Context: an optimization exercise on an open-source flow, tuned for small area and a short achievable clock period. The choices shown serve that exercise and are no tape-out recipe.
The RTL was checked by simulation tests, not by an equivalence proof against the original design.
No activity file was given, so power comes from the tool's default toggle rates.

$ cat flow/design.v
package gp_regs_pkg;
  localparam int DEF_DATA_W = 32;
  localparam int DEF_IDX_W  = 4;
  localparam int DEF_LANE_W = 16;
endpackage
import gp_regs_pkg::*;
module gp_regs_wmerge
#(
  parameter int DATA_W = DEF_DATA_W,
  parameter int IDX_W  = DEF_IDX_W,
  parameter int NUM_WR = 2,
  parameter int LANE_W = DEF_LANE_W,
  localparam int NL    = DATA_W / LANE_W
) (
  input  logic [IDX_W-1:0]         idx,
  input  logic [DATA_W-1:0]        old_val,
  input  logic [NUM_WR-1:0]        wr_en,
  input  logic [NUM_WR*IDX_W-1:0]  wr_idx,
  input  logic [NUM_WR*DATA_W-1:0] wr_data,
  input  logic [NUM_WR*NL-1:0]     wr_lane,
  output logic [DATA_W-1:0]        new_val
);
  always_comb begin
    logic [IDX_W-1:0]  widx;
    logic [DATA_W-1:0] wdat;
    logic [DATA_W-1:0] mask;
    new_val = old_val;
    widx    = '0;
    wdat    = '0;
    mask    = '0;
    for (int p = 0; p < NUM_WR; p++) begin
      widx = wr_idx[p*IDX_W +: IDX_W];
      wdat = wr_data[p*DATA_W +: DATA_W];
      for (int i = 0; i < DATA_W; i++) mask[i] = wr_lane[p*NL + i/LANE_W];
      if (wr_en[p] && (widx == idx)) begin
        new_val = (new_val & ~mask) | (wdat & mask);
      end
    end
  end
endmodule
import gp_regs_pkg::*;
module gp_regs_mp
#(
  parameter int DATA_W  = DEF_DATA_W,
  parameter int REG_NUM = 16,
  parameter int IDX_W   = DEF_IDX_W,
  parameter int NUM_RD  = 2,
  parameter int NUM_WR  = 2,
  parameter int LANE_W  = DEF_LANE_W,
  parameter int ZERO_R0 = 0,
  localparam int NL     = DATA_W / LANE_W
) (
  input  logic                     clk,
  input  logic                     rst_n,
  input  logic [NUM_WR-1:0]        wr_en_i,
  input  logic [NUM_WR*IDX_W-1:0]  wr_idx_i,
  input  logic [NUM_WR*DATA_W-1:0] wr_data_i,
  input  logic [NUM_WR*NL-1:0]     wr_lane_i,
  input  logic [NUM_WR-1:0]        wr_rel_i,
  input  logic [NUM_RD-1:0]        rd_en_i,
  input  logic [NUM_RD*IDX_W-1:0]  rd_idx_i,
  output logic [NUM_RD*DATA_W-1:0] rd_data_o,
  output logic [NUM_RD-1:0]        rd_busy_o,
  input  logic                     rsv_en_i,
  input  logic [IDX_W-1:0]         rsv_idx_i,
  output logic [REG_NUM-1:0]       busy_o
);
  logic [DATA_W-1:0]  regs   [REG_NUM];
  logic [DATA_W-1:0]  merged [REG_NUM];
  logic [DATA_W-1:0]  nxt    [REG_NUM];
  logic [REG_NUM-1:0] busy_nxt;
  logic [DATA_W-1:0]  rd_val [NUM_RD];
  logic [NUM_RD-1:0]  rd_bsy;
  for (genvar r = 0; r < REG_NUM; r++) begin : g_reg
    gp_regs_wmerge #(
      .DATA_W(DATA_W), .IDX_W(IDX_W), .NUM_WR(NUM_WR), .LANE_W(LANE_W)
    ) u_merge (
      .idx    (IDX_W'(r)),
      .old_val(regs[r]),
      .wr_en  (wr_en_i),
      .wr_idx (wr_idx_i),
      .wr_data(wr_data_i),
      .wr_lane(wr_lane_i),
      .new_val(merged[r])
    );
    assign nxt[r] = (ZERO_R0 != 0 && r == 0) ? '0 : merged[r];
  end
  always_comb begin
    logic [IDX_W-1:0] widx;
    busy_nxt = busy_o;
    widx     = '0;
    for (int p = 0; p < NUM_WR; p++) begin
      widx = wr_idx_i[p*IDX_W +: IDX_W];
      if (wr_en_i[p] && wr_rel_i[p] && int'(widx) < REG_NUM) busy_nxt[widx] = 1'b0;
    end
    if (rsv_en_i && int'(rsv_idx_i) < REG_NUM) busy_nxt[rsv_idx_i] = 1'b1;
    if (ZERO_R0 != 0) busy_nxt[0] = 1'b0;
  end
  always_comb begin
    logic [IDX_W-1:0] ridx;
    ridx = '0;
    for (int q = 0; q < NUM_RD; q++) begin
      rd_val[q] = '0;
      rd_bsy[q] = 1'b0;
      ridx      = rd_idx_i[q*IDX_W +: IDX_W];
      if (int'(ridx) < REG_NUM) begin
        rd_val[q] = nxt[ridx];
        rd_bsy[q] = busy_nxt[ridx];
      end
    end
  end
  always_ff @(posedge clk or negedge rst_n) begin
    if (!rst_n) begin
      for (int r = 0; r < REG_NUM; r++) regs[r] <= '0;
    end else begin
      for (int r = 0; r < REG_NUM; r++) regs[r] <= nxt[r];
    end
  end
  always_ff @(posedge clk or negedge rst_n) begin
    if (!rst_n) begin
      busy_o    <= '0;
      rd_data_o <= '0;
      rd_busy_o <= '0;
    end else begin
      busy_o <= busy_nxt;
      for (int q = 0; q < NUM_RD; q++) begin
        if (rd_en_i[q]) begin
          rd_data_o[q*DATA_W +: DATA_W] <= rd_val[q];
          rd_busy_o[q]                  <= rd_bsy[q];
        end
      end
    end
  end
endmodule
$ cat flow/run.sh
#!/bin/bash
# synth_recipe.tcl (not shown) runs the flow's synth.tcl, then flattens the netlist and writes it again
# the make line also repeats each setting of config.mk as NAME=value (left out here)
make -C /OpenROAD-flow-scripts/flow DESIGN_CONFIG=/design/flow/config.mk WORK_HOME=/design/flow/orfs CLKGATE_MAP_FILE= SYNTH_SCRIPT=/design/flow/synth_recipe.tcl finish
$ cat flow/config.mk
export PLATFORM = sky130hd
export DESIGN_NAME = gp_regs_mp
export DESIGN_NICKNAME = gp_regs_mp
export VERILOG_FILES = /design/flow/design.v
export SDC_FILE = /design/flow/constraint.sdc
export NUM_CORES = 4
export LEC_CHECK = 0
export CAP_MARGIN = 20
export CORE_MARGIN = 2
export CORE_UTILIZATION = 40
export SLEW_MARGIN = 20
$ cat flow/constraint.sdc
create_clock -name core_clock -period 4.0 [get_ports {clk}]
set_input_delay 0.8000 -clock core_clock [delete_from_list [all_inputs] [get_ports {clk}]]
set_output_delay 0.8000 -clock core_clock [all_outputs]
set_load 0.01 [all_outputs]
==> reports/qor.txt <==
status -> finished clean
Max clock buf depth -> 3
Combinational Power Share -> 28.8%
Detailed Route Iter0 Violations -> 8819
Synth Instances -> 4473
share of layout cells above drive strength 1 -> 13.6%
clk sinks -> 594
post-synth top area share -> 40.8%
crit-path max FO -> 47
Die W -> 306 um
FILL cells -> 8526
CTS H-tree lvls -> 3
post-route ant nets -> 0
reg2reg path depth -> 4
pwr dens -> 490 nW/um^2
Die Span Y -> 306 um
Vias -> 44100
largest area contributor in the netlist -> dfrtp_1
post-synth cell types -> 73
crit share post-route -> 96.3%
setup bufs post-CTS -> 0
critical path capture point type -> register
full die area -> 93600 sq um
crit path time final -> 3.85 ns
Sw Pwr -> 0.00751 W
clk_skew -> 0.0274 ns
Tightest Hold Check Type -> input pin to async pin
Residual DRC -> 0
Setup WS post-layout -> 0.147 ns
Final Hold Violating Endpoints -> 0
maxcap violations -> 0
Worst-path clk slew -> 0.06 ns
Mapped Nets -> 4583
Reg area -> 14900 sq um
commonest non-fill, non-tap cells in the layout -> dfrtp_1, nand3_1, nor3_1
endpoints failing setup -> 0
Core Region -> 90100 sq um
total CTS buffers -> 73
slew margin rel. -> 19.3%
IO Port Bufs -> 178
max frequency -> 0.260 GHz
top cells by area, synth -> dfrtp_1, a22oi_1, a31oi_1, nand3_1, nor3_1
Worst Setup Slack post-DPL -> -0.267 ns
P&R area growth vs syn -> 20.2%
reg-to-reg critical path endpoint -> rd_data_o[51]$_DFFE_PN0P_
number of global-route vias before repair -> 41800
Critical Path Max Stage Delay -> 0.95 ns
CP cell instances -> clkdlybuf4s50_1 -> or3b_4 -> buf_12 -> nor2_8 -> mux2i_1 -> a21oi_1 -> o21ai_0 -> o22ai_1
area of the multi-input gates -> 19000 sq um
Top delay family on crit path -> compound AO/OA/AOI/OAI gates
Global Route Usage Sum -> 46.5%
initial core utilization -> 40.5%
Post-Syn Area -> 36500 sq um
nets -> 4568
Placer Congestion -> 1.01
Resize count post-CTS -> 0
RSZ-0062 raised after global routing -> no
WL final -> 223 mm
post-synthesis average cell area -> 8.15 sq um
post-detail-place hpwl -> 135 mm
register area share after synthesis -> 40.8%
routed length per placed instance -> 38.9 um
first-pass GRT wire length -> 316 mm
switching fraction of total power -> 35.0%
crit path launch type -> input pin
Skew-Pair Late Insertion Delay -> 0.67 ns
vias per cell -> 7.69
Ys Warns -> 9
Critical Path AT -> 4.36 ns
cts hold-fix bufs -> 0
max-slew violation count -> 0
most common cell after layout, fill and taps aside -> dfrtp_1
CTS tree -> done
num rows -> 110
number of synthesized flops with an enable pin -> 0
FF-to-FF Start -> regs[0][19]$_DFF_PN0_
Seq pwr share -> 38.0%
Leak -> 15.7 nW
Slew @ Worst Pin -> 1.21 ns
Clk pwr share -> 33.2%
IO Count -> 179
Critical Path RT -> 4.50 ns
Crit path buffers/inverters -> 2
total grt overflow -> 0
ys async rst share -> 100%
Yosys reg bits -> 594
Layout Utilization -> 48.6%
top_reg_cell synth -> dfrtp_1
Tot Pwr -> 0.0215 W
initial antenna violation count -> 47
largest net degree at the start of global routing -> 100
CP max stage cell -> o21ai_0
CTS root buf -> clkbuf_16
maximum vdd drop -> 0.368 mV
R2R Setup Slk -> 2.00 ns
Setup CP Type -> input pin to register
First-pass DRT Iterations -> 11
Internal -> 0.0140 W
Yosys cell counts, types with 8 or more instances:
cell,count
nor3_1,528
o21ai_1,98
nand2b_1,15
o2bb2ai_1,32
inv_1,51
a31oi_1,483
o21ai_0,467
buf_1,59
nand4_1,94
a21boi_0,30
buf_4,27
buf_6,15
ha_1,13
mux2i_1,34
and2_1,12
clkbuf_1,433
dfrtp_1,594
a21oi_1,35
nand2_1,107
or2_1,9
o221ai_1,35
nor2b_1,8
nor2_1,75
nand3_1,528
or2_2,28
and3_1,9
a22oi_1,444
buf_2,108
per-layer routing:
layer	vias up	global-route usage, %	routed length, um
li1	17100	-	-
met1	20800	54.5	73400
met2	4741	64.4	89900
met3	1460	20.0	35200
met4	10	40.7	24400
met5	-	0.413	66
sequential cells by signal (all words and copies together) (netlist names):
signal	flops
busy_o	16
rd_busy_o	2
rd_data_o	64
regs	512
logic make-up (layout without fill, tap and decap cells):
logic type | count (synthesis) | after routing | synth area share [%]
mux | 35 | 35 | 0.964
buf+inv | 698 | 736 | 8.15
fa+ha+maj | 13 | 13 | 0.446
other cells | 0 | 41 | 0
simple gates | 1448 | 1448 | 20.3
flops | 594 | 594 | 40.8
compound gates | 1685 | 1685 | 29.4
power by group through the flow:
stage,combinational (W),clock (W),sequential (W)
2_1_floorplan,0.00321,0,0.00807
3_3_place_gp,0.00586,0,0.00821
3_5_place_dp,0.00590,0,0.00823
4_1_cts,0.00593,0.00706,0.00815
5_1_grt,0.00651,0.00728,0.00831
6_report,0.00618,0.00712,0.00817
area by class of cell:
cell class	count	area share, %
timing repair buffer	555	13.0
multi-input combinational	3181	43.4
clock inverter	17	0.582
antenna	41	0.234
sequential	594	33.9
clock buffer	111	5.07
inverter	53	0.454
tap	1176	3.36
through the flow:
step | cells | TNS (ns) | instance area (sq um) | hold slack [ns]
after floorplan | 4473 | 0 | 36500 | 0.504
after global placement | 5557 | -0.233 | 41200 | 0.476
after detailed placement | 5557 | -0.267 | 41200 | 0.477
after CTS | 5685 | 0 | 43700 | 0.188
after global routing | 5719 | 0 | 43800 | 0.183
final | 5728 | 0 | 43800 | 0.143
how the worst max path moves through the flow:
stage | slack, ns | start | depth (start not counted) | to
4_1_cts | 0.43 | wr_en_i[0] | 8 | rd_data_o[51]$_DFFE_PN0P_
6_report | 0.15 | wr_en_i[0] | 8 | rd_data_o[51]$_DFFE_PN0P_
3_5_place_dp | -0.27 | wr_en_i[0] | 8 | rd_data_o[51]$_DFFE_PN0P_
5_1_grt | 0.23 | wr_en_i[0] | 8 | rd_data_o[51]$_DFFE_PN0P_
2_1_floorplan | 1.33 | wr_idx_i[4] | 10 | rd_busy_o[1]$_DFFE_PN0P_
3_3_place_gp | -0.23 | wr_idx_i[1] | 10 | rd_data_o[51]$_DFFE_PN0P_

[re-timing with driven ports]
No port has a modelled driver above. Below, the same layout with a new extraction and two added sets of constraints.
Step 1 assumes that a clkbuf_16 drives the clock port and a buf_2 every other input.
Step 2 moves the port delays by t, midway between the first and last clock arrival at a register: inputs arrive t later, outputs are due t later. That takes back most of the time a late clock gives input paths.
a / b / c = ideal / step 1 / step 2; a / b = the first two.
t, ns: 0.730
slack for setup (ns): 0.147 / 0.190 / -0.540
worst data-port slew with drivers (ns): 0.30
Met with ideal ports but missed after step 2: setup timing in this run. For this run, drivers alone change the setup slack by +0.043 ns; drivers and shift together by -0.687 ns.
